This design comes from an exercise in tuning for small area on the open sky130 flow, not from production work.
RTL that was checked went through simulation tests only; none was proved equivalent to the original.

== build 87 ==
Design normalized_iir_section_filter, start of the top module:
module normalized_iir_section_filter #(
   parameter int COEF_BITS      = nisf_pkg::COEF_BITS_DEF,
   parameter int COEF_FRAC_BITS = nisf_pkg::COEF_FRAC_BITS_DEF
) (
   input  wire logic                      clock,
   input  wire logic                      reset,
   input  wire logic                      req_valid,
   output logic                           req_stall,
   input  wire logic [16:0]                         req_data,    
   output logic                           rsp_valid,
   input  wire logic                      rsp_stall,
   output logic [17:0]                              rsp_data,    
   input  wire logic                      csr_we,
   input  wire logic [nisf_pkg::CSR_INDEX_BITS-1:0] csr_index,
   input  wire logic [COEF_BITS-1:0]      csr_wdata
);
Size in the first run: ~280 flip-flops, ~69 I/O pins.
Settings: LEC_CHECK=0, CAP_MARGIN=20, CORE_MARGIN=2, CORE_UTILIZATION=40, SLEW_MARGIN=20; clock period 9.0 ns.
run.sh (not shown) runs the stock make flow with config.mk's settings and CLKGATE_MAP_FILE= SYNTH_SCRIPT=/design/flow/synth_recipe.tcl, a recipe that flattens the netlist after the stock synthesis.
Setup changes, build 87 to build 27
-- flow/design.v --
<<< build 87, line 189
   assign pph = ({25{one_h}} & {coef[23], coef}) | ({25{two_h}} & {coef, 1'b0});
   assign bh  = {{(W-25){pph[24]}}, pph} ^ {W{neg_h}};
   assign x1s = z_ff + {bh[W-3:0], neg_h, neg_h} + W'(neg_h);
   always_comb begin
      one_l  = 1'b0;
>>> build 27, line 189
   assign pph = ({25{one_h}} & {coef[23], coef}) | ({25{two_h}} & {coef, 1'b0});
   assign bh  = {{(W-25){pph[24]}}, pph} ^ {W{neg_h}};
   nisf_add #(.N(W)) u_add_h (.a(z_ff), .b({bh[W-3:0], neg_h, neg_h}), .ci(neg_h), .s(x1s));
   always_comb begin
      one_l  = 1'b0;
<<< build 87, line 216
         one_l = 1'b1;
         neg_l = n_res;
         cin_l = n_res ^ (s_ff & corr_ff);
      end
   end
>>> build 27, line 216
         one_l = 1'b1;
         neg_l = n_res;
         cin_l = n_res ^ cq;
      end
   end
<<< build 87, line 222
              | ({26{four_l}} & {coef, 2'b00});
   assign bl  = {{(W-26){ppl[25]}}, ppl} ^ {W{neg_l}};
   assign x2s = x1s + bl + W'(cin_l);
   logic qa, qb, dba, dbb;
   assign qa  = ~(x1s[W-1] ^ s_ff);
>>> build 27, line 222
              | ({26{four_l}} & {coef, 2'b00});
   assign bl  = {{(W-26){ppl[25]}}, ppl} ^ {W{neg_l}};
   nisf_add #(.N(W)) u_add_l (.a(x1s), .b(bl), .ci(cin_l), .s(x2s));
   logic qa, qb, dba, dbb;
   assign qa  = ~(x1s[W-1] ^ s_ff);
<<< build 87, line 254
   logic        ovf, sat, err;
   logic [15:0] y_new;
   assign ovf = lo_ff[15];
   assign sat = ovf | ~((&x2s[W-1:15]) | ~(|x2s[W-1:15]));
   assign err = (a1_ff == 24'd0);
   always_comb begin
>>> build 27, line 254
   logic        ovf, sat, err;
   logic [15:0] y_new;
   logic        cq;
   assign ovf = lo_ff[15];
   assign cq  = s_ff & corr_ff;    
   assign sat = ovf | (n_res ? (lo_ff[14] & (cq | (|{lo_ff[13:0], q0_ff})))
                             : (lo_ff[14] | (cq & (&{lo_ff[13:0], q0_ff}))));
   assign err = (a1_ff == 24'd0);
   always_comb begin
<<< build 87, line 285
   assign rsp_data = {y1_ff, sat_ff, err_ff};
endmodule
`default_nettype wire
>>> build 27, line 288
   assign rsp_data = {y1_ff, sat_ff, err_ff};
endmodule
module nisf_add #(
   parameter int N = 30
) (
   input  wire logic [N-1:0] a,
   input  wire logic [N-1:0] b,
   input  wire logic         ci,
   output logic [N-1:0]      s
);
   localparam int L = $clog2(N);
   logic [N-1:0] g [0:2*L];
   logic [N-1:0] p [0:2*L];
   assign p[0] = a ^ b;
   assign g[0] = (a & b) | {{(N-1){1'b0}}, p[0][0] & ci};
   for (genvar l = 0; l < L; l++) begin : g_up
      for (genvar i = 0; i < N; i++) begin : g_bit
         if ((i % (2 << l)) == ((2 << l) - 1)) begin : g_node
            assign g[l+1][i] = g[l][i] | (p[l][i] & g[l][i-(1 << l)]);
            assign p[l+1][i] = p[l][i] & p[l][i-(1 << l)];
         end else begin : g_pass
            assign g[l+1][i] = g[l][i];
            assign p[l+1][i] = p[l][i];
         end
      end
   end
   for (genvar k = 0; k < L; k++) begin : g_dn
      for (genvar i = 0; i < N; i++) begin : g_bit
         if ((i >= 3 * (1 << (L-1-k)) - 1) && (((i - (3 * (1 << (L-1-k)) - 1)) % (2 << (L-1-k))) == 0)) begin : g_node
            assign g[L+k+1][i] = g[L+k][i] | (p[L+k][i] & g[L+k][i-(1 << (L-1-k))]);
            assign p[L+k+1][i] = p[L+k][i] & p[L+k][i-(1 << (L-1-k))];
         end else begin : g_pass
            assign g[L+k+1][i] = g[L+k][i];
            assign p[L+k+1][i] = p[L+k][i];
         end
      end
   end
   assign s = p[0] ^ {g[2*L][N-2:0], ci};
endmodule
`default_nettype wire
==> comparison <==
On clock period minus final worst setup slack, build 87 beats build 27. [compare] base=build 87 new=build 27: share of the clock period used by the worst path after layout has increased, ratio of cells with drive above 1 in the final layout has increased. Side by side, multi-input combinational gate total turned out lower in build 27 than in build 87. Per the comparison of build 27 with build 87, synthesis-to-finish area growth up 7.0 points, portion of the layout cell area used by non-clock buffers now sits higher, worst setup slack dropped 0.15 ns. Build 87 ended up with dv_ff as its startpoint of the worst setup timing path; build 27 ended up with pi_ff[2].
For build 27, only the layout was checked, not whether the RTL still works.

[separate check: timing with driven ports]
The flow's constraints put no driver on any port. The routed layouts listed below were extracted and timed again, unchanged, in two steps. Step 1 sets driving cells, clkbuf_16 on the clock port and buf_2 on the other inputs (assumed; they add their load-dependent delay and slew). Step 2 also shifts input and output timing later by t, the mid clock arrival at the registers, as if the neighbouring blocks saw the same clock. a / b / c = ideal ports / drivers / drivers and shift; a / b = the first two.
run | t, ns | setup slack, ns | worst hold slack (ns) | worst register clock-pin slew, ns | cell pins on the clock port's net
build 87 | 0.634 | 0.459 / 0.459 / 0.459 | 0.459 / 0.459 / 0.459 | 0.07 / 0.07 | 1
build 27 | 0.618 | 0.313 / 0.313 / 0.313 | 0.453 / 0.453 / 0.453 | 0.07 / 0.07 | 1
After both steps setup and hold are still met in every run listed.
